Background: an optimization exercise with open tools, aiming at a short achievable clock period and few clock cycles. Do not read the settings as production practice.
Only simulation tests tie the RTL to the original design; equivalence was not proved.
Power figures rest on the tool's default switching activity, not on a simulated workload.

[flow/flow/run.sh]
#!/bin/bash
# Standard ORFS layout, with
#  - timing repair aimed 8.2 ns below the clock period (the design is
#    expected to close near 6 ns; the constraint stays the design's),
#  - ports buffered with plain buffers rather than delay cells,
#  - rst placed beside dmem_we and dmem_re.
set -euo pipefail
here=$(pwd)
bash standard.sh \
   SETUP_SLACK_MARGIN=8.2 \
   "BUFFER_PORTS_ARGS=-buffer_cell sky130_fd_sc_hd__buf_6" \
   IO_CONSTRAINTS=$here/flow/io.tcl \
   finish > standard.log 2>&1
[flow/flow/io.tcl]
# rst reaches dmem_we and dmem_re through one gate: keep the three pins together
set_io_pin_constraint -group -order -pin_names {dmem_we rst dmem_re}
[flow/standard.sh]
#!/bin/bash
# synth_recipe.tcl (not shown) runs the flow's synth.tcl, then flattens the netlist and writes it again
# the make line also repeats each setting of config.mk as NAME=value (left out here)
make -C /OpenROAD-flow-scripts/flow DESIGN_CONFIG=/design/flow/config.mk WORK_HOME=/design/flow/orfs CLKGATE_MAP_FILE= SYNTH_SCRIPT=/design/flow/synth_recipe.tcl "${@:-finish}"
[flow/config.mk]
export PLATFORM = sky130hd
export DESIGN_NAME = cpu_top
export DESIGN_NICKNAME = cpu_top
export VERILOG_FILES = /design/flow/design.v
export SDC_FILE = /design/flow/constraint.sdc
export NUM_CORES = 4
export LEC_CHECK = 0
export CAP_MARGIN = 20
export CORE_MARGIN = 2
export CORE_UTILIZATION = 40
export SLEW_MARGIN = 20
export SYNTH_HIERARCHICAL = 1
export SYNTH_MINIMUM_KEEP_SIZE = 0
[flow/constraint.sdc]
create_clock -name core_clock -period 14.0 [get_ports {CLK}]
set_input_delay 2.8000 -clock core_clock [delete_from_list [all_inputs] [get_ports {CLK}]]
set_output_delay 2.8000 -clock core_clock [all_outputs]
set_load 0.01 [all_outputs]
[flow/design.v]
`timescale 1ns/1ps
package mips_pkg;
   typedef logic [31:0] word_t;
   typedef logic [4:0]  reg_addr_t;
   typedef enum logic [5:0] {
      OP_RTYPE = 6'h00, OP_J     = 6'h02, OP_JAL  = 6'h03, OP_BEQ   = 6'h04,
      OP_BNE   = 6'h05, OP_ADDIU = 6'h09, OP_SLTI = 6'h0a, OP_SLTIU = 6'h0b,
      OP_ANDI  = 6'h0c, OP_ORI   = 6'h0d, OP_XORI = 6'h0e, OP_LUI   = 6'h0f,
      OP_LB    = 6'h20, OP_LH    = 6'h21, OP_LW   = 6'h23, OP_LBU   = 6'h24,
      OP_LHU   = 6'h25, OP_SB    = 6'h28, OP_SH   = 6'h29, OP_SW    = 6'h2b
   } opcode_e;
   typedef enum logic [5:0] {
      FN_SLL  = 6'h00, FN_SRL  = 6'h02, FN_SRA = 6'h03, FN_JR   = 6'h08,
      FN_ADDU = 6'h21, FN_SUBU = 6'h23, FN_AND = 6'h24, FN_OR   = 6'h25,
      FN_XOR  = 6'h26, FN_NOR  = 6'h27, FN_SLT = 6'h2a, FN_SLTU = 6'h2b
   } funct_e;
   typedef enum logic [3:0] {
      ALU_ADD, ALU_SUB, ALU_AND, ALU_OR, ALU_XOR, ALU_NOR,
      ALU_SLT, ALU_SLTU, ALU_SLL, ALU_SRL, ALU_SRA, ALU_LUI
   } alu_op_e;
   typedef enum logic [1:0] {MEM_BYTE = 2'b00, MEM_HALF = 2'b01, MEM_WORD = 2'b11} mem_size_e;
   typedef enum logic [1:0] {SRC_A_REG, SRC_A_SHAMT, SRC_A_ZERO} src_a_e;
   typedef enum logic [1:0] {SRC_B_REG, SRC_B_IMM, SRC_B_UPPER, SRC_B_LINK} src_b_e;
   typedef enum logic [1:0] {DST_RT, DST_RD, DST_R31} reg_dst_e;
   typedef enum logic [2:0] {FLOW_NONE, FLOW_BEQ, FLOW_BNE, FLOW_J, FLOW_JR} flow_e;
   typedef struct packed {
      alu_op_e   alu_op;
      src_a_e    src_a;
      src_b_e    src_b;
      reg_dst_e  reg_dst;
      flow_e     flow;
      logic      reg_write;
      logic      imm_signed;   
      logic      mem_read;
      logic      mem_write;
      mem_size_e mem_size;
      logic      mem_signed;   
      logic      link;         
      logic      uses_rs;      
      logic      uses_rt;      
   } ctrl_t;
endpackage
`timescale 1ns/1ps
module alu (
   input  mips_pkg::word_t   a,
   input  mips_pkg::word_t   b,
   input  mips_pkg::alu_op_e op,
   output mips_pkg::word_t   y
);
   logic [4:0] shamt;
   assign shamt = a[4:0];   
   always_comb begin
      case (op)
         mips_pkg::ALU_ADD:  y = a + b;
         mips_pkg::ALU_SUB:  y = a - b;
         mips_pkg::ALU_AND:  y = a & b;
         mips_pkg::ALU_OR:   y = a | b;
         mips_pkg::ALU_XOR:  y = a ^ b;
         mips_pkg::ALU_NOR:  y = ~(a | b);
         mips_pkg::ALU_SLT:  y = {31'b0, $signed(a) < $signed(b)};
         mips_pkg::ALU_SLTU: y = {31'b0, a < b};
         mips_pkg::ALU_SLL:  y = b << shamt;
         mips_pkg::ALU_SRL:  y = b >> shamt;
         mips_pkg::ALU_SRA:  y = $signed(b) >>> shamt;
         mips_pkg::ALU_LUI:  y = {b[15:0], 16'h0000};
         default:  y = '0;
      endcase
   end
endmodule
module addr_adder (
   input  mips_pkg::word_t a,
   input  mips_pkg::word_t b,
   output mips_pkg::word_t s
);
   logic [31:0] g [0:5];
   logic [31:0] p [0:5];
   assign g[0] = a & b;
   assign p[0] = a ^ b;
   for (genvar k = 1; k <= 5; k++) begin : lvl
      localparam int D = 1 << (k - 1);
      for (genvar i = 0; i < 32; i++) begin : bit_
         if (i >= D) begin : pair
            assign g[k][i] = g[k-1][i] | (p[k-1][i] & g[k-1][i-D]);
            assign p[k][i] = p[k-1][i] & p[k-1][i-D];
         end else begin : pass
            assign g[k][i] = g[k-1][i];
            assign p[k][i] = p[k-1][i];
         end
      end
   end
   assign s = p[0] ^ {g[5][30:0], 1'b0};
endmodule
`timescale 1ns/1ps
module reg_file (
   input  logic                CLK,
   input  logic                we,
   input  mips_pkg::reg_addr_t ra1,
   input  mips_pkg::reg_addr_t ra2,
   input  mips_pkg::reg_addr_t wa,
   input  mips_pkg::word_t     wd,
   output mips_pkg::word_t     rd1,
   output mips_pkg::word_t     rd2
);
   mips_pkg::word_t regs [1:31];
   always_ff @(posedge CLK) begin
      if (we && wa != 5'd0)
         regs[wa] <= wd;
   end
   always_comb begin
      rd1 = '0;
      rd2 = '0;
      for (int i = 1; i < 32; i++) begin
         if (ra1 == i[4:0]) rd1 = regs[i];
         if (ra2 == i[4:0]) rd2 = regs[i];
      end
   end
endmodule
`timescale 1ns/1ps
module branch_unit (
   input  mips_pkg::word_t instr,
   input  mips_pkg::word_t pc_ds,        
   input  mips_pkg::word_t ras,          
   output logic            is_br,        
   output logic            jump,         
   output logic            back,         
   output mips_pkg::word_t br_target,
   output mips_pkg::word_t jump_target
);
   logic [5:0]  op;
   logic [15:0] lo;
   logic        c;
   logic [13:0] hi_inc, hi_dec;
   assign op    = instr[31:26];
   assign is_br = op == 6'h04 || op == 6'h05;
   assign jump  = op == 6'h02 || op == 6'h03 || (op == 6'h00 && instr[5:0] == 6'h08);
   assign back  = instr[15];
   add16c lo_i (.a(pc_ds[17:2]), .b(instr[15:0]), .s(lo), .c(c));
   inc_dec14 hi_i (.a(pc_ds[31:18]), .inc(hi_inc), .dec(hi_dec));
   hi_select sel_i (.hi(pc_ds[31:18]), .inc(hi_inc), .dec(hi_dec), .c(c), .neg(instr[15]),
                    .lo(lo), .low2(pc_ds[1:0]), .target(br_target));
   assign jump_target = (op == 6'h00) ? ras : {pc_ds[31:28], instr[25:0], 2'b00};
endmodule
module add16c (
   input  logic [15:0] a,
   input  logic [15:0] b,
   output logic [15:0] s,
   output logic        c
);
   assign {c, s} = {1'b0, a} + {1'b0, b};
endmodule
module inc_dec14 (
   input  logic [13:0] a,
   output logic [13:0] inc,
   output logic [13:0] dec
);
   assign inc = a + 14'd1;
   assign dec = a - 14'd1;
endmodule
module hi_select (
   input  logic [13:0] hi,
   input  logic [13:0] inc,
   input  logic [13:0] dec,
   input  logic        c,
   input  logic        neg,
   input  logic [15:0] lo,
   input  logic [1:0]  low2,
   output mips_pkg::word_t target
);
   assign target = {(c == neg) ? hi : c ? inc : dec, lo, low2};
endmodule
module early_br (
   input  mips_pkg::reg_addr_t rs,
   input  mips_pkg::reg_addr_t rt,
   input  logic                bne,
   input  logic                e_hit,    
   input  logic                e_known,
   input  logic                e_zero,
   input  logic                m_hit,
   input  logic                m_known,
   input  logic                m_zero,
   input  logic                w_hit,
   input  logic                w_known,
   input  logic                w_zero,
   input  logic [31:1]         zf,
   output logic                known,
   output logic                taken
);
   logic rs_z, rs_known;
   always_comb begin
      rs_known = 1'b1;
      if (rs == 5'd0)   rs_z = 1'b1;
      else if (e_hit) begin
         rs_z     = e_zero;
         rs_known = e_known;
      end else if (m_hit) begin
         rs_z     = m_zero;
         rs_known = m_known;
      end else if (w_hit) begin
         rs_z     = w_zero;
         rs_known = w_known;
      end else            rs_z = zf[rs];
      known = 1'b0;
      taken = 1'b0;
      if (rs == rt) begin
         known = 1'b1;
         taken = !bne;
      end else if (rt == 5'd0 && rs_known) begin
         known = 1'b1;
         taken = rs_z ^ bne;
      end
   end
endmodule
`timescale 1ns/1ps
module load_store_align (
   input  mips_pkg::word_t     st_data,
   input  mips_pkg::mem_size_e st_size,
   input  logic [1:0]          st_offset,
   output mips_pkg::word_t     wdata,
   output logic [3:0]          be,
   input  mips_pkg::word_t     ld_raw,
   input  mips_pkg::mem_size_e ld_size,
   input  logic                ld_signed,
   input  logic [1:0]          ld_offset,
   output mips_pkg::word_t     ld_data
);
   mips_pkg::word_t       ld_shifted;
   logic [7:0]  byte_lane;
   logic [15:0] half_lane;
   always_comb begin
      case (st_size)
         mips_pkg::MEM_BYTE: begin
            wdata = {24'b0, st_data[7:0]} << {~st_offset, 3'b000};
            be    = 4'b1000 >> st_offset;
         end
         mips_pkg::MEM_HALF: begin
            wdata = st_offset[1] ? {16'b0, st_data[15:0]} : {st_data[15:0], 16'b0};
            be    = st_offset[1] ? 4'b0011 : 4'b1100;
         end
         default: begin
            wdata = st_data;
            be    = 4'b1111;
         end
      endcase
   end
   assign ld_shifted = ld_raw >> {~ld_offset, 3'b000};
   assign byte_lane  = ld_shifted[7:0];
   assign half_lane  = ld_offset[1] ? ld_raw[15:0] : ld_raw[31:16];
   always_comb begin
      case (ld_size)
         mips_pkg::MEM_BYTE: ld_data = {{24{ld_signed & byte_lane[7]}}, byte_lane};
         mips_pkg::MEM_HALF: ld_data = {{16{ld_signed & half_lane[15]}}, half_lane};
         default:  ld_data = ld_raw;
      endcase
   end
endmodule
`timescale 1ns/1ps
module control_decode (
   input  mips_pkg::word_t   instr,
   output mips_pkg::ctrl_t   ctrl
);
   logic [5:0] opcode;
   logic [5:0] funct;
   assign opcode = instr[31:26];
   assign funct  = instr[5:0];
   always_comb begin
      ctrl.alu_op     = mips_pkg::ALU_ADD;
      ctrl.src_a      = mips_pkg::SRC_A_REG;
      ctrl.src_b      = mips_pkg::SRC_B_IMM;
      ctrl.reg_dst    = mips_pkg::DST_RT;
      ctrl.flow       = mips_pkg::FLOW_NONE;
      ctrl.reg_write  = 1'b0;
      ctrl.imm_signed = 1'b1;
      ctrl.mem_read   = 1'b0;
      ctrl.mem_write  = 1'b0;
      ctrl.mem_size   = mips_pkg::mem_size_e'(instr[27:26]);
      ctrl.mem_signed = ~instr[28];
      ctrl.link       = 1'b0;
      ctrl.uses_rs    = 1'b1;
      ctrl.uses_rt    = 1'b0;
      case (opcode)
         mips_pkg::OP_RTYPE: begin
            ctrl.src_b     = mips_pkg::SRC_B_REG;
            ctrl.reg_dst   = mips_pkg::DST_RD;
            ctrl.reg_write = 1'b1;
            ctrl.uses_rt   = 1'b1;
            case (funct)
               mips_pkg::FN_ADDU: ctrl.alu_op = mips_pkg::ALU_ADD;
               mips_pkg::FN_SUBU: ctrl.alu_op = mips_pkg::ALU_SUB;
               mips_pkg::FN_AND:  ctrl.alu_op = mips_pkg::ALU_AND;
               mips_pkg::FN_OR:   ctrl.alu_op = mips_pkg::ALU_OR;
               mips_pkg::FN_XOR:  ctrl.alu_op = mips_pkg::ALU_XOR;
               mips_pkg::FN_NOR:  ctrl.alu_op = mips_pkg::ALU_NOR;
               mips_pkg::FN_SLT:  ctrl.alu_op = mips_pkg::ALU_SLT;
               mips_pkg::FN_SLTU: ctrl.alu_op = mips_pkg::ALU_SLTU;
               mips_pkg::FN_SLL:  ctrl.alu_op = mips_pkg::ALU_SLL;
               mips_pkg::FN_SRL:  ctrl.alu_op = mips_pkg::ALU_SRL;
               mips_pkg::FN_SRA:  ctrl.alu_op = mips_pkg::ALU_SRA;
               mips_pkg::FN_JR: begin
                  ctrl.flow      = mips_pkg::FLOW_JR;
                  ctrl.reg_write = 1'b0;
               end
               default: ctrl.reg_write = 1'b0;
            endcase
            if (instr[5:2] == 4'b0000) begin
               ctrl.src_a   = mips_pkg::SRC_A_SHAMT;
               ctrl.uses_rs = 1'b0;
            end
         end
         mips_pkg::OP_ADDIU, mips_pkg::OP_SLTI, mips_pkg::OP_SLTIU, mips_pkg::OP_ANDI,
         mips_pkg::OP_ORI, mips_pkg::OP_XORI: begin
            ctrl.reg_write  = 1'b1;
            ctrl.imm_signed = ~instr[28];
            case (opcode)
               mips_pkg::OP_SLTI:  ctrl.alu_op = mips_pkg::ALU_SLT;
               mips_pkg::OP_SLTIU: ctrl.alu_op = mips_pkg::ALU_SLTU;
               mips_pkg::OP_ANDI:  ctrl.alu_op = mips_pkg::ALU_AND;
               mips_pkg::OP_ORI:   ctrl.alu_op = mips_pkg::ALU_OR;
               mips_pkg::OP_XORI:  ctrl.alu_op = mips_pkg::ALU_XOR;
               default:            ctrl.alu_op = mips_pkg::ALU_ADD;
            endcase
         end
         mips_pkg::OP_LUI: begin
            ctrl.reg_write = 1'b1;
            ctrl.alu_op    = mips_pkg::ALU_OR;
            ctrl.src_a     = mips_pkg::SRC_A_ZERO;
            ctrl.src_b     = mips_pkg::SRC_B_UPPER;
            ctrl.uses_rs   = 1'b0;
         end
         mips_pkg::OP_LB, mips_pkg::OP_LH, mips_pkg::OP_LW, mips_pkg::OP_LBU, mips_pkg::OP_LHU: begin
            ctrl.mem_read  = 1'b1;
            ctrl.reg_write = 1'b1;
         end
         mips_pkg::OP_SB, mips_pkg::OP_SH, mips_pkg::OP_SW: begin
            ctrl.mem_write = 1'b1;
            ctrl.uses_rt   = 1'b1;
         end
         mips_pkg::OP_BEQ: begin
            ctrl.flow    = mips_pkg::FLOW_BEQ;
            ctrl.src_b   = mips_pkg::SRC_B_REG;
            ctrl.uses_rt = 1'b1;
         end
         mips_pkg::OP_BNE: begin
            ctrl.flow    = mips_pkg::FLOW_BNE;
            ctrl.src_b   = mips_pkg::SRC_B_REG;
            ctrl.uses_rt = 1'b1;
         end
         mips_pkg::OP_J: begin
            ctrl.flow    = mips_pkg::FLOW_J;
            ctrl.uses_rs = 1'b0;
         end
         mips_pkg::OP_JAL: begin
            ctrl.flow      = mips_pkg::FLOW_J;
            ctrl.link      = 1'b1;
            ctrl.src_a     = mips_pkg::SRC_A_ZERO;
            ctrl.src_b     = mips_pkg::SRC_B_LINK;
            ctrl.reg_dst   = mips_pkg::DST_R31;
            ctrl.reg_write = 1'b1;
            ctrl.uses_rs   = 1'b0;
         end
         default: ctrl.flow = mips_pkg::FLOW_NONE;
      endcase
   end
endmodule
`timescale 1ns/1ps
module datapath #(
   parameter mips_pkg::word_t RESET_PC = 32'h0000_0000
) (
   input  logic            CLK,
   input  logic            rst,
   output mips_pkg::word_t imem_addr,
   input  mips_pkg::word_t imem_rdata,
   output mips_pkg::word_t dmem_addr,
   output mips_pkg::word_t dmem_wdata,
   output logic [3:0]      dmem_be,
   output logic            dmem_we,
   output logic            dmem_re,
   input  mips_pkg::word_t dmem_rdata
);
   mips_pkg::word_t pc;                    
   mips_pkg::word_t pc_q4, pc_q8;          
   logic            rst_q;
   logic            squash_q;              
   logic            skid_v;                
   mips_pkg::word_t skid;
   mips_pkg::word_t skid_pc4, skid_pc8;
   mips_pkg::word_t ras;
   logic            in_valid, a_valid, stall, stall_in, stall_sk, adv, take;
   mips_pkg::word_t instr, a_pc8;
   mips_pkg::ctrl_t ctrl, ctrl_in, ctrl_sk;
   mips_pkg::reg_addr_t rs_in, rt_in, rs_sk, rt_sk, dest;
   mips_pkg::word_t rd1, rd2, rs_val_in, rt_val_in, rs_val, rt_val, h_rs, h_rt;
   mips_pkg::word_t imm_ext, op_a, op_b;
   logic            e_hit_s, m_hit_s, w_hit_s, e_hit_t, m_hit_t, w_hit_t;
   logic            is_br_in, jump_in, back_in, is_br_sk, jump_sk, back_sk;
   logic            early_known, early_taken, pt_in, pt_sk, pred_taken, a_is_br;
   mips_pkg::word_t br_target_in, jump_target_in, br_target_sk, jump_target_sk;
   mips_pkg::word_t br_target, jump_target;
   logic [31:1]     zf;                    
   logic            e_we, e_load, e_store, e_signed, e_br, e_bne, e_jr, e_pred;
   mips_pkg::alu_op_e e_op;
   mips_pkg::mem_size_e e_size;
   mips_pkg::reg_addr_t e_dest;
   mips_pkg::word_t e_a, e_b, e_st, e_y, e_addr, e_target, e_after, st_wdata;
   mips_pkg::word_t e_ma, e_mi;            
   logic [3:0]      st_be;
   logic            e_taken, e_zero, redirect;
   mips_pkg::word_t redirect_pc;
   logic            m_we, m_load, m_store, m_signed, m_zero;
   mips_pkg::mem_size_e m_size;
   mips_pkg::reg_addr_t m_dest;
   mips_pkg::word_t m_y, m_addr, m_wdata;
   logic [3:0]      m_be;
   logic            w_we, w_load, w_signed, w_zero, w_value_zero;
   mips_pkg::mem_size_e w_size;
   mips_pkg::reg_addr_t w_dest;
   mips_pkg::word_t w_y, ld_data, w_value;
   logic [1:0]      w_off;
   assign imem_addr = pc;
   assign in_valid  = !(rst_q || squash_q);
   assign a_valid   = skid_v || in_valid;
   assign instr     = skid_v ? skid : imem_rdata;
   assign a_pc8     = skid_v ? skid_pc8 : pc_q8;
   control_decode decode_i    (.instr(instr),      .ctrl(ctrl));
   control_decode decode_in_i (.instr(imem_rdata), .ctrl(ctrl_in));
   control_decode decode_sk_i (.instr(skid),       .ctrl(ctrl_sk));
   assign rs_in = imem_rdata[25:21];
   assign rt_in = imem_rdata[20:16];
   assign rs_sk = skid[25:21];
   assign rt_sk = skid[20:16];
   always_comb begin
      case (ctrl.reg_dst)
         mips_pkg::DST_RD:  dest = instr[15:11];
         mips_pkg::DST_R31: dest = 5'd31;
         default:           dest = instr[20:16];
      endcase
   end
   reg_file regs_i (
      .CLK (CLK),
      .we  (w_we),
      .ra1 (rs_in),
      .ra2 (rt_in),
      .wa  (w_dest),
      .wd  (w_value),
      .rd1 (rd1),
      .rd2 (rd2)
   );
   assign e_hit_s = e_we && e_dest == rs_in;
   assign m_hit_s = m_we && m_dest == rs_in;
   assign w_hit_s = w_we && w_dest == rs_in;
   assign e_hit_t = e_we && e_dest == rt_in;
   assign m_hit_t = m_we && m_dest == rt_in;
   assign w_hit_t = w_we && w_dest == rt_in;
   always_comb begin
      if (e_hit_s)      rs_val_in = e_y;
      else if (m_hit_s) rs_val_in = m_y;
      else if (w_hit_s) rs_val_in = w_value;
      else              rs_val_in = rd1;
      if (e_hit_t)      rt_val_in = e_y;
      else if (m_hit_t) rt_val_in = m_y;
      else if (w_hit_t) rt_val_in = w_value;
      else              rt_val_in = rd2;
      if (!skid_v)                      rs_val = rs_val_in;
      else if (m_we && m_dest == rs_sk) rs_val = m_y;
      else if (w_we && w_dest == rs_sk) rs_val = w_value;
      else                              rs_val = h_rs;
      if (!skid_v)                      rt_val = rt_val_in;
      else if (m_we && m_dest == rt_sk) rt_val = m_y;
      else if (w_we && w_dest == rt_sk) rt_val = w_value;
      else                              rt_val = h_rt;
   end
   assign stall_in = (e_load && ((ctrl_in.uses_rs && e_hit_s) || (ctrl_in.uses_rt && e_hit_t))) ||
                     (m_load && ((ctrl_in.uses_rs && m_hit_s) || (ctrl_in.uses_rt && m_hit_t)));
   assign stall_sk = (e_load && e_we && ((ctrl_sk.uses_rs && e_dest == rs_sk) ||
                                         (ctrl_sk.uses_rt && e_dest == rt_sk))) ||
                     (m_load && m_we && ((ctrl_sk.uses_rs && m_dest == rs_sk) ||
                                         (ctrl_sk.uses_rt && m_dest == rt_sk)));
   assign stall    = skid_v ? stall_sk : (in_valid && stall_in);
   assign adv      = a_valid && !stall;
   branch_unit bu_in_i (
      .instr       (imem_rdata),
      .pc_ds       (pc_q4),
      .ras         (ras),
      .is_br       (is_br_in),
      .jump        (jump_in),
      .back        (back_in),
      .br_target   (br_target_in),
      .jump_target (jump_target_in)
   );
   branch_unit bu_sk_i (
      .instr       (skid),
      .pc_ds       (skid_pc4),
      .ras         (ras),
      .is_br       (is_br_sk),
      .jump        (jump_sk),
      .back        (back_sk),
      .br_target   (br_target_sk),
      .jump_target (jump_target_sk)
   );
   early_br early_i (
      .rs      (rs_in),
      .rt      (rt_in),
      .bne     (imem_rdata[26]),
      .e_hit   (e_hit_s),
      .e_known (!e_load),
      .e_zero  (e_zero),
      .m_hit   (m_hit_s),
      .m_known (!m_load),
      .m_zero  (m_zero),
      .w_hit   (w_hit_s),
      .w_known (!w_load),
      .w_zero  (w_zero),
      .zf      (zf),
      .known   (early_known),
      .taken   (early_taken)
   );
   assign pt_in       = jump_in || (is_br_in && (early_known ? early_taken : back_in));
   assign pt_sk       = jump_sk || (is_br_sk && back_sk);
   assign pred_taken  = skid_v ? pt_sk : pt_in;
   assign a_is_br     = skid_v ? is_br_sk : is_br_in;
   assign br_target   = skid_v ? br_target_sk : br_target_in;
   assign jump_target = skid_v ? jump_target_sk : jump_target_in;
   assign take        = adv && pred_taken;
   assign imm_ext = ctrl.imm_signed ? {{16{instr[15]}}, instr[15:0]} : {16'b0, instr[15:0]};
   always_comb begin
      case (ctrl.src_a)
         mips_pkg::SRC_A_SHAMT: op_a = {27'b0, instr[10:6]};
         mips_pkg::SRC_A_ZERO:  op_a = '0;
         default:               op_a = rs_val;
      endcase
      case (ctrl.src_b)
         mips_pkg::SRC_B_IMM:   op_b = imm_ext;
         mips_pkg::SRC_B_UPPER: op_b = {instr[15:0], 16'h0000};
         mips_pkg::SRC_B_LINK:  op_b = a_pc8;
         default:               op_b = rt_val;
      endcase
   end
   always_ff @(posedge CLK) begin
      rst_q <= rst;
      pc_q4 <= pc + 32'd4;
      pc_q8 <= pc + 32'd8;
      if (rst) begin
         pc       <= RESET_PC;
         skid_v   <= 1'b0;
         squash_q <= 1'b0;
      end else begin
         squash_q <= redirect;
         skid_v   <= stall;
         if (redirect)       pc <= redirect_pc;
         else if (!take)     pc <= stall ? pc : pc + 32'd4;
         else if (a_is_br)   pc <= br_target;
         else                pc <= jump_target;
      end
      skid     <= instr;
      skid_pc4 <= skid_v ? skid_pc4 : pc_q4;
      skid_pc8 <= a_pc8;
      h_rs     <= rs_val;
      h_rt     <= rt_val;
      if (rst)                   ras <= '0;
      else if (adv && ctrl.link) ras <= a_pc8;
      if (w_we) zf[w_dest] <= w_value_zero;
   end
   always_ff @(posedge CLK) begin
      if (rst || !adv) begin
         e_we    <= 1'b0;
         e_load  <= 1'b0;
         e_store <= 1'b0;
         e_br    <= 1'b0;
         e_jr    <= 1'b0;
      end else begin
         e_we    <= ctrl.reg_write && dest != 5'd0;
         e_load  <= ctrl.mem_read;
         e_store <= ctrl.mem_write;
         e_br    <= ctrl.flow == mips_pkg::FLOW_BEQ || ctrl.flow == mips_pkg::FLOW_BNE;
         e_jr    <= ctrl.flow == mips_pkg::FLOW_JR;
      end
      e_bne    <= ctrl.flow == mips_pkg::FLOW_BNE;
      e_pred   <= pred_taken;
      e_target <= a_is_br ? br_target : jump_target;
      e_after  <= a_pc8;
      e_op     <= ctrl.alu_op;
      e_size   <= ctrl.mem_size;
      e_signed <= ctrl.mem_signed;
      e_dest   <= dest;
      e_a      <= op_a;
      e_b      <= op_b;
      e_st     <= rt_val;
      e_ma     <= rs_val;
      e_mi     <= {{16{instr[15]}}, instr[15:0]};
   end
   alu alu_i (.a(e_a), .b(e_b), .op(e_op), .y(e_y));
   addr_adder addr_i (.a(e_ma), .b(e_mi), .s(e_addr));
   assign e_zero  = e_y == 32'd0;
   assign e_taken = (e_a == e_b) ^ e_bne;
   always_comb begin
      redirect    = 1'b0;
      redirect_pc = e_pred ? e_after : e_target;
      if (e_br) begin
         redirect = e_taken != e_pred;
      end else if (e_jr) begin
         redirect    = e_a != e_target;
         redirect_pc = e_a;
      end
   end
   load_store_align align_i (
      .st_data   (e_st),
      .st_size   (e_size),
      .st_offset (e_addr[1:0]),
      .wdata     (st_wdata),
      .be        (st_be),
      .ld_raw    (dmem_rdata),
      .ld_size   (w_size),
      .ld_signed (w_signed),
      .ld_offset (w_off),
      .ld_data   (ld_data)
   );
   always_ff @(posedge CLK) begin
      if (rst) begin
         m_we    <= 1'b0;
         m_load  <= 1'b0;
         m_store <= 1'b0;
      end else begin
         m_we    <= e_we;
         m_load  <= e_load;
         m_store <= e_store;
      end
      m_dest   <= e_dest;
      m_y      <= e_y;
      m_zero   <= e_zero;
      m_addr   <= e_addr;
      m_wdata  <= st_wdata;
      m_be     <= st_be;
      m_size   <= e_size;
      m_signed <= e_signed;
   end
   assign dmem_addr  = m_addr;
   assign dmem_wdata = m_wdata;
   assign dmem_be    = m_be;
   assign dmem_we    = m_store && !rst;
   assign dmem_re    = m_load && !rst;
   always_ff @(posedge CLK) begin
      if (rst) begin
         w_we   <= 1'b0;
         w_load <= 1'b0;
      end else begin
         w_we   <= m_we;
         w_load <= m_load;
      end
      w_dest   <= m_dest;
      w_y      <= m_y;
      w_zero   <= m_zero;
      w_off    <= m_addr[1:0];
      w_size   <= m_size;
      w_signed <= m_signed;
   end
   assign w_value      = w_load ? ld_data : w_y;
   assign w_value_zero = w_load ? ld_data == 32'd0 : w_zero;
endmodule
`timescale 1ns/1ps
module cpu_top #(
   parameter mips_pkg::word_t RESET_PC = 32'h0000_0000
) (
   input  logic            CLK,
   input  logic            rst,
   output mips_pkg::word_t imem_addr,
   input  mips_pkg::word_t imem_rdata,
   output mips_pkg::word_t dmem_addr,
   output mips_pkg::word_t dmem_wdata,
   output logic [3:0]      dmem_be,
   output logic            dmem_we,
   output logic            dmem_re,
   input  mips_pkg::word_t dmem_rdata
);
   datapath #(.RESET_PC(RESET_PC)) datapath_i (
      .CLK        (CLK),
      .rst        (rst),
      .imem_addr  (imem_addr),
      .imem_rdata (imem_rdata),
      .dmem_addr  (dmem_addr),
      .dmem_wdata (dmem_wdata),
      .dmem_be    (dmem_be),
      .dmem_we    (dmem_we),
      .dmem_re    (dmem_re),
      .dmem_rdata (dmem_rdata)
   );
endmodule
==> results.py, run 1 <==
metrics = {
    "power": {
        "internal_power_mw": 9.99,
        "peakVddDrop_mv": 0.122,
        "p_switching_mw": 5.64,
        "combinationalPowerShare": 0.282,
        "pwr-share-clk": 0.336,
        "netSwitchingFraction": 0.361,
        "powerDensity_nw_per_um2": 140,
        "p_seq_frac": 0.383,
        "p_leak_nw": 39.7,
    },
    "run_status": {
        "status": "no timing/DRC/antenna violations",
    },
    "detailed_routing": {
        "drt_iter0_drc": 17357,
        "avgRoutedWirePerCell_um": 43.4,
        "drc": 0,
        "drt_first_pass_iters": 13,
        "drtAntennaViolNets": 0,
        "vias": 94210,
        "viasPerCell": 7.30,
        "wl_um": 560000,
    },
    "global_routing": {
        "antenna_found_initial": 61,
        "grt_pass1_wl_um": 747000,
        "grt_overflow": 0,
        "grt_start_max_net_pins": 139,
        "track_usage": 0.455,
        "first_global_vias": 85817,
    },
    "yosys": {
        "syn_area_um2": 93000,
        "synth_warnings": 15,
        "avgSynthCellArea_um2": 9.83,
        "postSynthCellCount": 9468,
        "synth_nets": 9721,
    },
    "worst_hold_path": {
        "hp-class": "reg2reg",
        "hold_depth": 0,
    },
    "floorplanning": {
        "core_um2": 232000,
        "ios": 168,
        "dieArea_um2": 236000,
        "num_rows": 177,
        "die_h_um": 486,
        "start_util": 0.401,
        "die_x_um": 486,
    },
    "final_layout": {
        "postLayoutCellArea_um2": 111000,
        "top_register": "datapath_i.regs_i.regs",
        "final_common_cell": "edfxtp_1",
        "layout.nets": 9896,
        "largest_reg_flops": 992,
        "syn2layout_area_growth_pct": 19.6,
        "drive_above_1_share": 0.203,
        "mostFrequentLayoutCells": "1,055 x edfxtp_1, 711 x nand2_1, 678 x a21oi_1",
        "fill_cells": 21258,
    },
    "job": {
        "maxCapViolations": 0,
    },
    "clocking": {
        "cts_hold_buf": 0,
        "cts_tree": "built",
        "cts_max_level": 4,
        "cts.sinks": 1584,
        "cts_buffer_depth": 3,
        "worstSkewPairLatency_ps": 890,
        "cts_made_buffers": 181,
        "clockRootBuffer": "clkbuf_16",
        "clk_pin_slew_ps": 70,
    },
    "sta": {
        "hold_viol": 0,
        "rsz0062_at_grt": "yes",
        "fin_skew_ps": 69.3,
        "setup_viol": 0,
        "period_needed_ps": 6430,
        "drv_slew": 0,
        "finalCritPeriodShare": 0.459,
        "fmax_ghz": 0.155,
        "setup-tns-final_ps": 0,
        "worstMarginPinSlew_ps": 1320,
        "slew_headroom": 0.117,
    },
    "setup_path": {
        "worstPathArrival_ps": 7270,
        "crit_path_end_kind": "flip-flop",
        "cp_slowest_cell": "a221o_2",
        "crit_fanout": 10,
        "critPathLaunchType": "flip-flop",
        "critPathRequiredTime_ps": 14840,
        "critical_path_class": "reg2reg",
        "crit_top_cell": "nand4_1",
        "ff2ff_path_depth": 33,
        "max_stage_delay_ps": 460,
    },
    "placed_design": {
        "dpl.hpwl_um": 382000,
        "place_area_um2": 98300,
        "portBuffers": 167,
        "place_congestion": 1.11,
    },
}
[final timing paths]
| check | start | to | slack, ps |
|---|---|---|---|
| worst max-delay path | datapath_i.e_a[16]$_DFF_P_ | datapath_i.pc[12]$_SDFFE_PP0P_ | 7570 |
| worst min-delay path | datapath_i.m_signed$_DFF_P_ | datapath_i.w_signed$_DFF_P_ | 320 |
| worst max register to register | datapath_i.e_a[16]$_DFF_P_ | datapath_i.pc[12]$_SDFFE_PP0P_ | 7570 |
| worst min register to register | datapath_i.m_signed$_DFF_P_ | datapath_i.w_signed$_DFF_P_ | 320 |
[worst max-delay path: cells and delay by family (launching register included)]
kind | cells | cell delay [ps]
AO/OA/AOI/OAI | 12 | 2630
AND/OR/NAND/NOR | 11 | 1640
buffers and inverters | 8 | 1200
flip-flops | 1 | 350
adder cells (fa/ha/maj) | 1 | 310
multiplexers | 1 | 240
[area by class of cell]
type	instances	area [um2]	area share
diodes	55	138	0.00124
clock buffers	220	4840	0.0435
well taps	3043	3810	0.0342
flip-flops and latches	1584	42300	0.380
inverters	224	908	0.00816
multi-input cells	6867	49000	0.440
clock inverters	119	1610	0.0145
repair buffers	785	8660	0.0779
[layer usage]
layer,GRT usage,share of wire
met1,0.534,0.34
met2,0.645,0.40
met3,0.185,0.14
met4,0.379,0.11
met5,0.0108,0.0015
[power by group through the flow]
stage | clock, mW | sequential [mW] | combinational [mW]
2_1_floorplan | 0 | 5.87 | 1.90
3_3_place_gp | 0 | 6.06 | 3.67
3_5_place_dp | 0 | 6.06 | 3.69
4_1_cts | 5.23 | 5.96 | 3.98
5_1_grt | 5.41 | 5.98 | 4.41
6_report | 5.25 | 5.98 | 4.40
[metrics by stage]
stage	util	hold slack (ps)	std cells	total power, mW	worst slack [ps]
2_1_floorplan	-	310	9468	7.77	8000
3_3_place_gp	0.424	316	12259	9.73	5670
3_5_place_dp	0.424	319	12260	9.75	5810
4_1_cts	0.468	325	12722	15.2	7800
5_1_grt	0.479	332	12853	15.8	7410
6_report	0.480	324	12897	15.6	7570
[timing repair]
action	CTS	global route
buffers inserted	96	109
gates resized for setup	574	306
pin swaps	88	102
setup endpoints to repair	167	174
gates cloned	27	8
Testbench counts, summed over its fixed seeds: cycles 84,661.
==> inputs of run 2 (changes only) <==
--- a/flow/design.v
+++ b/flow/design.v
@@ -91,4 +91,33 @@
    assign s = p[0] ^ {g[5][30:0], 1'b0};
 endmodule
+module zero_flag (
+   input  mips_pkg::word_t   a,
+   input  mips_pkg::word_t   b,
+   input  mips_pkg::alu_op_e op,
+   output logic              zero,
+   output logic              known
+);
+   logic lt_s, lt_u;
+   assign lt_u = a < b;
+   assign lt_s = $signed(a) < $signed(b);
+   always_comb begin
+      known = 1'b1;
+      case (op)
+         mips_pkg::ALU_ADD:  zero = (a ^ b) == {a[30:0] | b[30:0], 1'b0};
+         mips_pkg::ALU_SUB:  zero = a == b;
+         mips_pkg::ALU_AND:  zero = (a & b) == 32'd0;
+         mips_pkg::ALU_OR:   zero = (a | b) == 32'd0;
+         mips_pkg::ALU_XOR:  zero = a == b;
+         mips_pkg::ALU_NOR:  zero = (a | b) == 32'hffff_ffff;
+         mips_pkg::ALU_SLT:  zero = !lt_s;
+         mips_pkg::ALU_SLTU: zero = !lt_u;
+         mips_pkg::ALU_LUI:  zero = b[15:0] == 16'd0;
+         default: begin
+            zero  = 1'b0;
+            known = 1'b0;
+         end
+      endcase
+   end
+endmodule
 `timescale 1ns/1ps
 module reg_file (
@@ -134,5 +163,5 @@
    assign is_br = op == 6'h04 || op == 6'h05;
    assign jump  = op == 6'h02 || op == 6'h03 || (op == 6'h00 && instr[5:0] == 6'h08);
-   assign back  = instr[15];
+   assign back  = instr[15] || op[0];   
    add16c lo_i (.a(pc_ds[17:2]), .b(instr[15:0]), .s(lo), .c(c));
    inc_dec14 hi_i (.a(pc_ds[31:18]), .inc(hi_inc), .dec(hi_dec));
@@ -385,5 +414,5 @@
    mips_pkg::word_t skid_pc4, skid_pc8;
    mips_pkg::word_t ras;
-   logic            in_valid, a_valid, stall, stall_in, stall_sk, adv, take;
+   logic            in_valid, a_valid, stall, stall_in, adv, take;
    mips_pkg::word_t instr, a_pc8;
    mips_pkg::ctrl_t ctrl, ctrl_in, ctrl_sk;
@@ -395,6 +424,8 @@
    logic            early_known, early_taken, pt_in, pt_sk, pred_taken, a_is_br;
    mips_pkg::word_t br_target_in, jump_target_in, br_target_sk, jump_target_sk;
-   mips_pkg::word_t br_target, jump_target;
+   mips_pkg::word_t br_target, jump_target, a_target, pc_seq;
    logic [31:1]     zf;                    
+   logic            e_slow, eld_s_in, eld_t_in, mld_s_in, mld_t_in, mld_s_sk, mld_t_sk;
+   logic            late_s, late_t;
    logic            e_we, e_load, e_store, e_signed, e_br, e_bne, e_jr, e_pred;
    mips_pkg::alu_op_e e_op;
@@ -405,4 +436,7 @@
    logic [3:0]      st_be;
    logic            e_taken, e_zero, redirect;
+   logic            e_zf, e_zf_known;      
+   logic            e_late_a, e_late_b, e_late_ma, e_late_st;
+   mips_pkg::word_t a_eff, b_eff, ma_eff, st_eff, e_y_late;
    mips_pkg::word_t redirect_pc;
    logic            m_we, m_load, m_store, m_signed, m_zero;
@@ -469,11 +503,15 @@
       else                              rt_val = h_rt;
    end
-   assign stall_in = (e_load && ((ctrl_in.uses_rs && e_hit_s) || (ctrl_in.uses_rt && e_hit_t))) ||
-                     (m_load && ((ctrl_in.uses_rs && m_hit_s) || (ctrl_in.uses_rt && m_hit_t)));
-   assign stall_sk = (e_load && e_we && ((ctrl_sk.uses_rs && e_dest == rs_sk) ||
-                                         (ctrl_sk.uses_rt && e_dest == rt_sk))) ||
-                     (m_load && m_we && ((ctrl_sk.uses_rs && m_dest == rs_sk) ||
-                                         (ctrl_sk.uses_rt && m_dest == rt_sk)));
-   assign stall    = skid_v ? stall_sk : (in_valid && stall_in);
+   assign e_slow   = e_load || e_late_a || e_late_b;
+   assign eld_s_in = ctrl_in.uses_rs && e_slow && e_hit_s;
+   assign eld_t_in = ctrl_in.uses_rt && e_slow && e_hit_t;
+   assign mld_s_in = ctrl_in.uses_rs && m_load && m_hit_s && !e_hit_s;
+   assign mld_t_in = ctrl_in.uses_rt && m_load && m_hit_t && !e_hit_t;
+   assign mld_s_sk = ctrl_sk.uses_rs && m_load && m_we && m_dest == rs_sk;
+   assign mld_t_sk = ctrl_sk.uses_rt && m_load && m_we && m_dest == rt_sk;
+   assign stall_in = eld_s_in || eld_t_in;
+   assign stall    = !skid_v && in_valid && stall_in;
+   assign late_s   = skid_v ? mld_s_sk : mld_s_in;
+   assign late_t   = skid_v ? mld_t_sk : mld_t_in;
    assign adv      = a_valid && !stall;
    branch_unit bu_in_i (
@@ -502,6 +540,6 @@
       .bne     (imem_rdata[26]),
       .e_hit   (e_hit_s),
-      .e_known (!e_load),
-      .e_zero  (e_zero),
+      .e_known (!e_slow && e_zf_known),
+      .e_zero  (e_zf),
       .m_hit   (m_hit_s),
       .m_known (!m_load),
@@ -521,4 +559,6 @@
    assign jump_target = skid_v ? jump_target_sk : jump_target_in;
    assign take        = adv && pred_taken;
+   assign a_target    = a_is_br ? br_target : jump_target;
+   assign pc_seq      = redirect ? redirect_pc : stall ? pc : pc + 32'd4;
    assign imm_ext = ctrl.imm_signed ? {{16{instr[15]}}, instr[15:0]} : {16'b0, instr[15:0]};
    always_comb begin
@@ -546,8 +586,5 @@
          squash_q <= redirect;
          skid_v   <= stall;
-         if (redirect)       pc <= redirect_pc;
-         else if (!take)     pc <= stall ? pc : pc + 32'd4;
-         else if (a_is_br)   pc <= br_target;
-         else                pc <= jump_target;
+         pc <= (take && !redirect) ? a_target : pc_seq;
       end
       skid     <= instr;
@@ -575,6 +612,10 @@
       end
       e_bne    <= ctrl.flow == mips_pkg::FLOW_BNE;
+      e_late_a  <= late_s && ctrl.src_a == mips_pkg::SRC_A_REG;
+      e_late_b  <= late_t && ctrl.src_b == mips_pkg::SRC_B_REG;
+      e_late_ma <= late_s;
+      e_late_st <= late_t;
       e_pred   <= pred_taken;
-      e_target <= a_is_br ? br_target : jump_target;
+      e_target <= a_target;
       e_after  <= a_pc8;
       e_op     <= ctrl.alu_op;
@@ -588,8 +629,14 @@
       e_mi     <= {{16{instr[15]}}, instr[15:0]};
    end
-   alu alu_i (.a(e_a), .b(e_b), .op(e_op), .y(e_y));
-   addr_adder addr_i (.a(e_ma), .b(e_mi), .s(e_addr));
+   alu alu_i      (.a(e_a),   .b(e_b),   .op(e_op), .y(e_y));
+   alu alu_late_i (.a(a_eff), .b(b_eff), .op(e_op), .y(e_y_late));
+   assign a_eff  = e_late_a ? ld_data : e_a;
+   assign b_eff  = e_late_b ? ld_data : e_b;
+   assign ma_eff = e_late_ma ? ld_data : e_ma;
+   assign st_eff = e_late_st ? ld_data : e_st;
+   addr_adder addr_i (.a(ma_eff), .b(e_mi), .s(e_addr));
    assign e_zero  = e_y == 32'd0;
-   assign e_taken = (e_a == e_b) ^ e_bne;
+   zero_flag zf_i (.a(e_a), .b(e_b), .op(e_op), .zero(e_zf), .known(e_zf_known));
+   assign e_taken = (a_eff == b_eff) ^ e_bne;
    always_comb begin
       redirect    = 1'b0;
@@ -598,10 +645,10 @@
          redirect = e_taken != e_pred;
       end else if (e_jr) begin
-         redirect    = e_a != e_target;
-         redirect_pc = e_a;
+         redirect    = a_eff != e_target;
+         redirect_pc = a_eff;
       end
    end
    load_store_align align_i (
-      .st_data   (e_st),
+      .st_data   (st_eff),
       .st_size   (e_size),
       .st_offset (e_addr[1:0]),
@@ -625,6 +672,5 @@
       end
       m_dest   <= e_dest;
-      m_y      <= e_y;
-      m_zero   <= e_zero;
+      m_y      <= e_y_late;
       m_addr   <= e_addr;
       m_wdata  <= st_wdata;
@@ -633,4 +679,5 @@
       m_signed <= e_signed;
    end
+   assign m_zero     = m_y == 32'd0;
    assign dmem_addr  = m_addr;
    assign dmem_wdata = m_wdata;
==> run 2 against run 1 <==
Net effect:
- cell count rose by 18%
- fmax rose by 6.9%
- utilization fell by 0.24 points
- flip-flop and latch count rose by 3
- via count rose by 16%
- total power rose by 7.7%
- count of clock-buffer cells in the layout rose by 1
- die area rose by 13%
- clock power fell by 5.0%
- register-to-register slack improved by 600 ps
- highest routed layer unchanged
==> results.py, run 2 <==
metrics = {
    "yosys": {
        "syn_area_um2": 106000,
        "avgSynthCellArea_um2": 9.37,
        "postSynthCellCount": 11257,
        "synth_nets": 11705,
        "synth_warnings": 16,
    },
    "power": {
        "p_leak_nw": 45.8,
        "peakVddDrop_mv": 0.100,
        "pwr-share-clk": 0.296,
        "p_switching_mw": 6.51,
        "p_seq_frac": 0.361,
        "internal_power_mw": 10.3,
        "powerDensity_nw_per_um2": 134,
        "netSwitchingFraction": 0.386,
        "combinationalPowerShare": 0.343,
    },
    "sta": {
        "rsz0062_at_grt": "yes",
        "setup-tns-final_ps": 0,
        "slew_headroom": 0.157,
        "fin_skew_ps": 50.1,
        "hold_viol": 0,
        "period_needed_ps": 6020,
        "layout_setup_ws_ps": 7980,
        "finalCritPeriodShare": 0.430,
        "fmax_ghz": 0.166,
        "setup_viol": 0,
        "drv_slew": 0,
        "worstMarginPinSlew_ps": 1260,
    },
    "final_layout": {
        "syn2layout_area_growth_pct": 18.7,
        "drive_above_1_share": 0.195,
        "top_register": "datapath_i.regs_i.regs",
        "multiInputGateArea_um2": 60400,
        "layout.nets": 11926,
        "largest_reg_flops": 992,
        "fill_cells": 24447,
        "mostFrequentLayoutCells": "1,055 x edfxtp_1, 854 x nor2_1, 848 x nand2_1",
        "postLayoutCellArea_um2": 125000,
        "regArea_um2": 42400,
        "final_common_cell": "edfxtp_1",
        "fin_util": 0.478,
    },
    "floorplanning": {
        "num_rows": 188,
        "dieArea_um2": 268000,
        "ios": 168,
        "core_um2": 262000,
        "die_h_um": 518,
        "start_util": 0.402,
        "die_x_um": 518,
    },
    "worst_hold_path": {
        "hold_depth": 0,
        "hp-class": "reg2reg",
        "min_from": "datapath_i.e_signed$_DFF_P_",
    },
    "detailed_routing": {
        "drt_first_pass_iters": 13,
        "drtAntennaViolNets": 0,
        "viasPerCell": 7.18,
        "drt_iter0_drc": 20444,
        "drc": 0,
        "wl_um": 606000,
        "avgRoutedWirePerCell_um": 39.9,
        "vias": 108920,
    },
    "setup_path": {
        "critical_path_class": "in2reg",
        "crit_fanout": 8,
        "critPathRequiredTime_ps": 14750,
        "critPathLaunchType": "input pin",
        "worstPathArrival_ps": 6770,
        "crit_path_end_kind": "flip-flop",
        "ff2ff_path_depth": 23,
        "cp-startpoint": "dmem_rdata[31]",
        "r2r-start": "datapath_i.e_a[30]$_DFF_P_",
    },
    "global_routing": {
        "antenna_found_initial": 66,
        "first_global_vias": 98541,
        "track_usage": 0.420,
        "grt_pass1_wl_um": 804000,
        "grt_start_max_net_pins": 88,
        "grt_overflow": 0,
    },
    "clocking": {
        "cts_max_level": 4,
        "cts_tree": "built",
        "worstSkewPairLatency_ps": 880,
        "cts_made_buffers": 179,
        "cts_buffer_depth": 4,
        "clk_pin_slew_ps": 60,
        "cts_hold_buf": 0,
        "cts.sinks": 1587,
        "clockRootBuffer": "clkbuf_16",
    },
    "placed_design": {
        "dpl.hpwl_um": 414000,
        "place_area_um2": 112000,
        "place_congestion": 1.07,
        "dp_slack_ps": 5850,
        "portBuffers": 167,
    },
    "run_status": {
        "status": "no timing/DRC/antenna violations",
    },
    "job": {
        "maxCapViolations": 0,
    },
}
run 2: cell count changes in the layout (fill, tap and decap cells not counted), moves of 121 or more:
cell	before	now
a21oi_1	678	807
buf_4	446	567
ha_1	156	339
inv_1	197	467
nand2_1	711	848
nor2_1	661	854
run 2: routing by layer:
metal  up-vias  GRT usage  wire length [um]
met1     52446      0.510            211000
met4        44      0.333             63700
met5         -    0.00409               386
li1      43120          -                 -
met3      2933      0.156             90900
met2     10377      0.596            241000
run 2: timing repair:
item                       CTS  global route
setup endpoints to repair  198           167
cloned                      22            32
setup buffers              167           132
pin swaps                   82           120
resized for setup          565           295
run 2: stage by stage:
stage / hold WS (ps) / instances / power [mW]
after floorplan: 310 / 11257 / 8.66
after global placement: 319 / 14455 / 11.0
after detailed placement: 314 / 14457 / 11.0
after CTS: 340 / 14965 / 16.3
after global routing: 342 / 15136 / 17.1
final: 337 / 15177 / 16.8
run 2: worst paths after layout:
kind | endpoint | slack (ps)
setup / recovery | datapath_i.m_y[26]$_DFF_P_ | 7980
hold / removal | datapath_i.m_signed$_DFF_P_ | 340
setup reg to reg | datapath_i.pc[24]$_SDFFE_PP0P_ | 8170
hold reg to reg | datapath_i.m_signed$_DFF_P_ | 340
run 2: final cells by class:
cell class / count / area share
Multi-Input combinational cell: 8272 / 0.482
Inverter: 501 / 0.0158
Tap cell: 3515 / 0.0351
Timing Repair Buffer: 936 / 0.0794
Sequential cell: 1587 / 0.338
Timing Repair inverter: 1 / 0.0000899
Antenna cell: 46 / 0.000919
Clock buffer: 221 / 0.0393
Clock inverter: 98 / 0.00873
run 2: power groups by stage:
stage	sequential [mW]	clock, mW	combinational [mW]
2_1_floorplan	5.90	0	2.76
3_3_place_gp	6.11	0	4.89
3_5_place_dp	6.11	0	4.93
4_1_cts	6.02	4.96	5.30
5_1_grt	6.06	5.14	5.87
6_report	6.07	4.99	5.78
run 2: worst max-delay path: stages:
cell and delay [ps]:
buf_12 110, mux4_2 440, nor4b_4 170, a221o_2 500
mux2_4 400, inv_2 140, ha_4 230, inv_2 80
nand2_1 110, or3_4 380, nand3b_1 220, buf_4 180
o211ai_4 290, a311oi_2 170, a221o_1 320, a21o_1 210
Testbench counts of run 2, summed over its fixed seeds: cycles 83,047.
==> inputs of run 3 (changes only) <==
--- a/flow/design.v
+++ b/flow/design.v
@@ -120,10 +120,18 @@
    end
 endmodule
+module word_mux2 (
+   input  logic            sel,
+   input  mips_pkg::word_t a,
+   input  mips_pkg::word_t b,
+   output mips_pkg::word_t y
+);
+   assign y = sel ? a : b;
+endmodule
 `timescale 1ns/1ps
 module reg_file (
    input  logic                CLK,
    input  logic                we,
-   input  mips_pkg::reg_addr_t ra1,
-   input  mips_pkg::reg_addr_t ra2,
+   input  logic [31:1]         sel1,
+   input  logic [31:1]         sel2,
    input  mips_pkg::reg_addr_t wa,
    input  mips_pkg::word_t     wd,
@@ -131,16 +139,27 @@
    output mips_pkg::word_t     rd2
 );
-   mips_pkg::word_t regs [1:31];
+   logic [31:1][31:0] regs;
    always_ff @(posedge CLK) begin
-      if (we && wa != 5'd0)
-         regs[wa] <= wd;
+      for (int i = 1; i < 32; i++)
+         if (we && wa == i[4:0]) regs[i] <= wd;
    end
+   rf_mux mux1_i (.sel(sel1), .q(regs), .y(rd1));
+   rf_mux mux2_i (.sel(sel2), .q(regs), .y(rd2));
+endmodule
+module onehot5 (
+   input  mips_pkg::reg_addr_t a,
+   output logic [31:1]         sel
+);
+   always_comb
+      for (int i = 1; i < 32; i++) sel[i] = a == i[4:0];
+endmodule
+module rf_mux (
+   input  logic [31:1]        sel,
+   input  logic [31:1][31:0]  q,
+   output mips_pkg::word_t    y
+);
    always_comb begin
-      rd1 = '0;
-      rd2 = '0;
-      for (int i = 1; i < 32; i++) begin
-         if (ra1 == i[4:0]) rd1 = regs[i];
-         if (ra2 == i[4:0]) rd2 = regs[i];
-      end
+      y = '0;
+      for (int i = 1; i < 32; i++) y = y | ({32{sel[i]}} & q[i]);
    end
 endmodule
@@ -198,35 +217,53 @@
    assign target = {(c == neg) ? hi : c ? inc : dec, lo, low2};
 endmodule
-module early_br (
-   input  mips_pkg::reg_addr_t rs,
-   input  mips_pkg::reg_addr_t rt,
-   input  logic                bne,
-   input  logic                e_hit,    
+module zero_view (
+   input  logic                e_we,
+   input  mips_pkg::reg_addr_t e_dest,
    input  logic                e_known,
    input  logic                e_zero,
-   input  logic                m_hit,
+   input  logic                m_we,
+   input  mips_pkg::reg_addr_t m_dest,
    input  logic                m_known,
    input  logic                m_zero,
-   input  logic                w_hit,
+   input  logic                w_we,
+   input  mips_pkg::reg_addr_t w_dest,
    input  logic                w_known,
    input  logic                w_zero,
    input  logic [31:1]         zf,
+   output logic [31:1]         z,
+   output logic [31:1]         k
+);
+   always_comb begin
+      for (int i = 1; i < 32; i++) begin
+         if (e_we && e_dest == i[4:0]) begin
+            z[i] = e_zero;
+            k[i] = e_known;
+         end else if (m_we && m_dest == i[4:0]) begin
+            z[i] = m_zero;
+            k[i] = m_known;
+         end else if (w_we && w_dest == i[4:0]) begin
+            z[i] = w_zero;
+            k[i] = w_known;
+         end else begin
+            z[i] = zf[i];
+            k[i] = 1'b1;
+         end
+      end
+   end
+endmodule
+module early_br (
+   input  mips_pkg::reg_addr_t rs,
+   input  mips_pkg::reg_addr_t rt,
+   input  logic [31:1]         sel_s,    
+   input  logic                bne,
+   input  logic [31:1]         z,
+   input  logic [31:1]         k,
    output logic                known,
    output logic                taken
 );
    logic rs_z, rs_known;
+   assign rs_z     = (rs == 5'd0) || |(sel_s & z);
+   assign rs_known = (rs == 5'd0) || |(sel_s & k);
    always_comb begin
-      rs_known = 1'b1;
-      if (rs == 5'd0)   rs_z = 1'b1;
-      else if (e_hit) begin
-         rs_z     = e_zero;
-         rs_known = e_known;
-      end else if (m_hit) begin
-         rs_z     = m_zero;
-         rs_known = m_known;
-      end else if (w_hit) begin
-         rs_z     = w_zero;
-         rs_known = w_known;
-      end else            rs_z = zf[rs];
       known = 1'b0;
       taken = 1'b0;
@@ -424,6 +461,8 @@
    logic            early_known, early_taken, pt_in, pt_sk, pred_taken, a_is_br;
    mips_pkg::word_t br_target_in, jump_target_in, br_target_sk, jump_target_sk;
-   mips_pkg::word_t br_target, jump_target, a_target, pc_seq;
+   mips_pkg::word_t br_target, jump_target, a_target, pc_seq, pc_d;
    logic [31:1]     zf;                    
+   logic [31:1]     sel_s, sel_t;          
+   logic [31:1]     zv, kv;                
    logic            e_slow, eld_s_in, eld_t_in, mld_s_in, mld_t_in, mld_s_sk, mld_t_sk;
    logic            late_s, late_t;
@@ -448,5 +487,5 @@
    mips_pkg::mem_size_e w_size;
    mips_pkg::reg_addr_t w_dest;
-   mips_pkg::word_t w_y, ld_data, w_value;
+   mips_pkg::word_t w_y, ld_data, ld_alu, w_value;
    logic [1:0]      w_off;
    assign imem_addr = pc;
@@ -469,9 +508,11 @@
       endcase
    end
+   onehot5 dec_s_i (.a(rs_in), .sel(sel_s));
+   onehot5 dec_t_i (.a(rt_in), .sel(sel_t));
    reg_file regs_i (
-      .CLK (CLK),
-      .we  (w_we),
-      .ra1 (rs_in),
-      .ra2 (rt_in),
+      .CLK  (CLK),
+      .we   (w_we),
+      .sel1 (sel_s),
+      .sel2 (sel_t),
       .wa  (w_dest),
       .wd  (w_value),
@@ -535,18 +576,28 @@
       .jump_target (jump_target_sk)
    );
-   early_br early_i (
-      .rs      (rs_in),
-      .rt      (rt_in),
-      .bne     (imem_rdata[26]),
-      .e_hit   (e_hit_s),
+   zero_view zview_i (
+      .e_we    (e_we),
+      .e_dest  (e_dest),
       .e_known (!e_slow && e_zf_known),
       .e_zero  (e_zf),
-      .m_hit   (m_hit_s),
+      .m_we    (m_we),
+      .m_dest  (m_dest),
       .m_known (!m_load),
       .m_zero  (m_zero),
-      .w_hit   (w_hit_s),
+      .w_we    (w_we),
+      .w_dest  (w_dest),
       .w_known (!w_load),
       .w_zero  (w_zero),
       .zf      (zf),
+      .z       (zv),
+      .k       (kv)
+   );
+   early_br early_i (
+      .rs      (rs_in),
+      .rt      (rt_in),
+      .sel_s   (sel_s),
+      .bne     (imem_rdata[26]),
+      .z       (zv),
+      .k       (kv),
       .known   (early_known),
       .taken   (early_taken)
@@ -561,4 +612,5 @@
    assign a_target    = a_is_br ? br_target : jump_target;
    assign pc_seq      = redirect ? redirect_pc : stall ? pc : pc + 32'd4;
+   word_mux2 pc_mux_i (.sel(take && !redirect), .a(a_target), .b(pc_seq), .y(pc_d));
    assign imm_ext = ctrl.imm_signed ? {{16{instr[15]}}, instr[15:0]} : {16'b0, instr[15:0]};
    always_comb begin
@@ -586,5 +638,5 @@
          squash_q <= redirect;
          skid_v   <= stall;
-         pc <= (take && !redirect) ? a_target : pc_seq;
+         pc <= pc_d;
       end
       skid     <= instr;
@@ -631,6 +683,6 @@
    alu alu_i      (.a(e_a),   .b(e_b),   .op(e_op), .y(e_y));
    alu alu_late_i (.a(a_eff), .b(b_eff), .op(e_op), .y(e_y_late));
-   assign a_eff  = e_late_a ? ld_data : e_a;
-   assign b_eff  = e_late_b ? ld_data : e_b;
+   assign a_eff  = e_late_a ? ld_alu : e_a;
+   assign b_eff  = e_late_b ? ld_alu : e_b;
    assign ma_eff = e_late_ma ? ld_data : e_ma;
    assign st_eff = e_late_st ? ld_data : e_st;
@@ -649,4 +701,16 @@
       end
    end
+   load_store_align align_alu_i (
+      .st_data   (st_eff),
+      .st_size   (e_size),
+      .st_offset (e_addr[1:0]),
+      .wdata     (),
+      .be        (),
+      .ld_raw    (dmem_rdata),
+      .ld_size   (w_size),
+      .ld_signed (w_signed),
+      .ld_offset (w_off),
+      .ld_data   (ld_alu)
+   );
    load_store_align align_i (
       .st_data   (st_eff),
==> run 3 against run 2 <==
Net effect:
- still clean
- first-iteration DRC count decreased by 24%
- synthesized cell count decreased by 9.0%
- die area decreased by 2.7%
- largest power group unchanged
- highest routed layer unchanged
==> results.py, run 3 <==
metrics = {
    "floorplanning": {
        "dieArea_um2": 261000,
        "ios": 168,
        "core_um2": 256000,
        "start_util": 0.401,
        "die_h_um": 511,
        "die_x_um": 511,
        "num_rows": 186,
    },
    "final_layout": {
        "postLayoutCellArea_um2": 118000,
        "largest_reg_flops": 992,
        "fin_util": 0.459,
        "layout.nets": 10670,
        "regArea_um2": 42400,
        "fill_cells": 23911,
        "syn2layout_area_growth_pct": 14.6,
        "top_register": "datapath_i.regs_i.regs",
        "drive_above_1_share": 0.186,
        "final_common_cell": "edfxtp_1",
        "mostFrequentLayoutCells": "1,055 x edfxtp_1, 816 x a22oi_1, 644 x nand2_1",
        "final_cells": 13781,
        "multiInputGateArea_um2": 57100,
    },
    "worst_hold_path": {
        "hp-class": "reg2reg",
    },
    "yosys": {
        "avgSynthCellArea_um2": 10.0,
        "postSynthCellCount": 10248,
        "synth_nets": 10695,
        "synth_warnings": 19,
        "syn_area_um2": 103000,
    },
    "power": {
        "powerDensity_nw_per_um2": 134,
        "peakVddDrop_mv": 0.157,
        "p_leak_nw": 42.2,
    },
    "setup_path": {
        "crit_path_end_kind": "flip-flop",
        "r2r_setup_slack_ps": 7890,
        "critPathLaunchType": "input pin",
        "crit_fanout": 8,
        "critical_path_class": "in2reg",
        "worstPathArrival_ps": 6900,
        "critPathRequiredTime_ps": 14730,
    },
    "sta": {
        "rsz0062_at_grt": "yes",
        "finalCritPeriodShare": 0.441,
        "hold_viol": 0,
        "worstMarginPinSlew_ps": 1350,
        "slew_headroom": 0.0883,
        "period_needed_ps": 6170,
        "fmax_ghz": 0.162,
        "setup-tns-final_ps": 0,
        "setup_viol": 0,
        "drv_slew": 0,
        "fin_skew_ps": 107,
    },
    "placed_design": {
        "portBuffers": 167,
        "place_congestion": 1.14,
        "dpl.cell_count": 13236,
        "place_area_um2": 108000,
        "dpl.hpwl_um": 370000,
    },
    "detailed_routing": {
        "drt_iter0_drc": 15444,
        "drtAntennaViolNets": 0,
        "vias": 95104,
        "wl_um": 529000,
        "drt_first_pass_iters": 10,
        "drc": 0,
        "avgRoutedWirePerCell_um": 38.4,
        "viasPerCell": 6.90,
    },
    "clocking": {
        "clk_pin_slew_ps": 60,
        "cts_made_buffers": 172,
        "cts.sinks": 1587,
        "cts_buffer_depth": 3,
        "cts_tree": "built",
        "cts_hold_buf": 0,
        "cts_max_level": 4,
        "clockRootBuffer": "clkbuf_16",
        "worstSkewPairLatency_ps": 910,
    },
    "run_status": {
        "status": "no timing/DRC/antenna violations",
    },
    "global_routing": {
        "grt_pass1_wl_um": 718000,
        "antenna_found_initial": 47,
        "grt_overflow": 0,
        "track_usage": 0.387,
        "grt_start_max_net_pins": 113,
        "first_global_vias": 87622,
    },
    "job": {
        "maxCapViolations": 0,
    },
}
run 3: layer usage:
layer,vias up,track usage,routed length [um]
li1,39404,-,-
met1,47146,0.485,194000
met2,6992,0.572,223000
met3,1542,0.0997,61600
met5,-,0,144
met4,20,0.291,50500
run 3: final timing paths:
path | start | to | cells past startpoint
setup reg to reg | datapath_i.e_op[0]$_DFF_P_ | datapath_i.pc[15]$_SDFF_PP0_ | 24
hold / removal | datapath_i.m_signed$_DFF_P_ | datapath_i.w_signed$_DFF_P_ | 0
hold reg to reg | datapath_i.m_signed$_DFF_P_ | datapath_i.w_signed$_DFF_P_ | 0
setup / recovery | dmem_rdata[7] | datapath_i.pc[15]$_SDFF_PP0_ | 18
run 3: per-stage QoR:
| step | hold slack, ps | setup slack [ps] | total power, mW |
|---|---|---|---|
| 2_1_floorplan | 310 | 7610 | 8.37 |
| 3_3_place_gp | 314 | 5700 | 10.4 |
| 3_5_place_dp | 313 | 5650 | 10.5 |
| 4_1_cts | 321 | 7930 | 15.4 |
| 5_1_grt | 323 | 7780 | 16.1 |
| 6_report | 322 | 7830 | 15.8 |
run 3: critical path, cell delays in order:
cell       delay, ps
buf_12           110
mux4_2           460
nor4b_4          170
a221o_1          430
mux2i_2          240
buf_4            160
xor2_1           170
nor4_2           390
nand2_1          170
or4_4            560
nand4_4           90
clkbuf_16        190
a2111oi_4         40
buf_6            180
buf_12           140
buf_16           150
mux2_4           300
nor2b_1          130
run 3: where the power goes:
group	switching (mW)	internal [mW]	total [mW]
registers	0.379	5.58	5.96
clock network	2.11	2.67	4.77
logic	3.47	1.58	5.05
run 3: final cells by class:
type / count / share of cell area
diodes: 27 / 0.000574
flip-flops and latches: 1587 / 0.360
inverters: 430 / 0.0147
clock buffers: 224 / 0.0400
well taps: 3384 / 0.0360
repair inverters: 2 / 0.000128
repair buffers: 643 / 0.0530
clock inverters: 97 / 0.0100
multi-input cells: 7387 / 0.485
run 3: timing repair:
item / 4_1_cts / 5_1_grt
setup buffers: 122 / 58
endpoints found under the setup margin: 138 / 112
gates cloned: 11 / 5
pin swaps: 55 / 52
gates resized for setup: 298 / 208
Testbench counts of run 3, summed over its fixed seeds: cycles 83,047.

separate check: timing with driven ports:
How much do the figures lean on ideal ports? The routed layouts below were timed once more, with nothing changed but the port constraints. Step 1 (the two cells are an assumption about what drives the block):
set clk [get_ports {CLK}]
set_driving_cell -lib_cell sky130_fd_sc_hd__clkbuf_16 $clk
set_driving_cell -lib_cell sky130_fd_sc_hd__buf_2 [delete_from_list [all_inputs] $clk]
Step 2 also shifts input and output timing later by t, the mid clock arrival at the registers, as if the neighbouring blocks saw the same clock. Three values: ideal, step 1, step 2; two values: the first two.
| run | t, ns | slack for setup (ns) | hold slack, ns | worst register clock-pin slew, ns | worst data-port slew with drivers (ns) |
|---|---|---|---|---|---|
| run 1 | 0.957 | 7.567 / 7.565 / 6.608 | 0.324 / 0.324 / 0.324 | 0.08 / 0.08 | 0.49 |
| run 2 | 0.957 | 7.980 / 7.663 / 6.706 | 0.337 / 0.337 / 0.337 | 0.07 / 0.07 | 0.62 |
| run 3 | 0.953 | 7.832 / 7.872 / 6.920 | 0.322 / 0.322 / 0.322 | 0.08 / 0.08 | 0.24 |
After both steps every run listed still meets setup and hold. The setup slack of run 2, which loses most, moves by -0.317 ns with the drivers and by -1.274 ns with both steps.
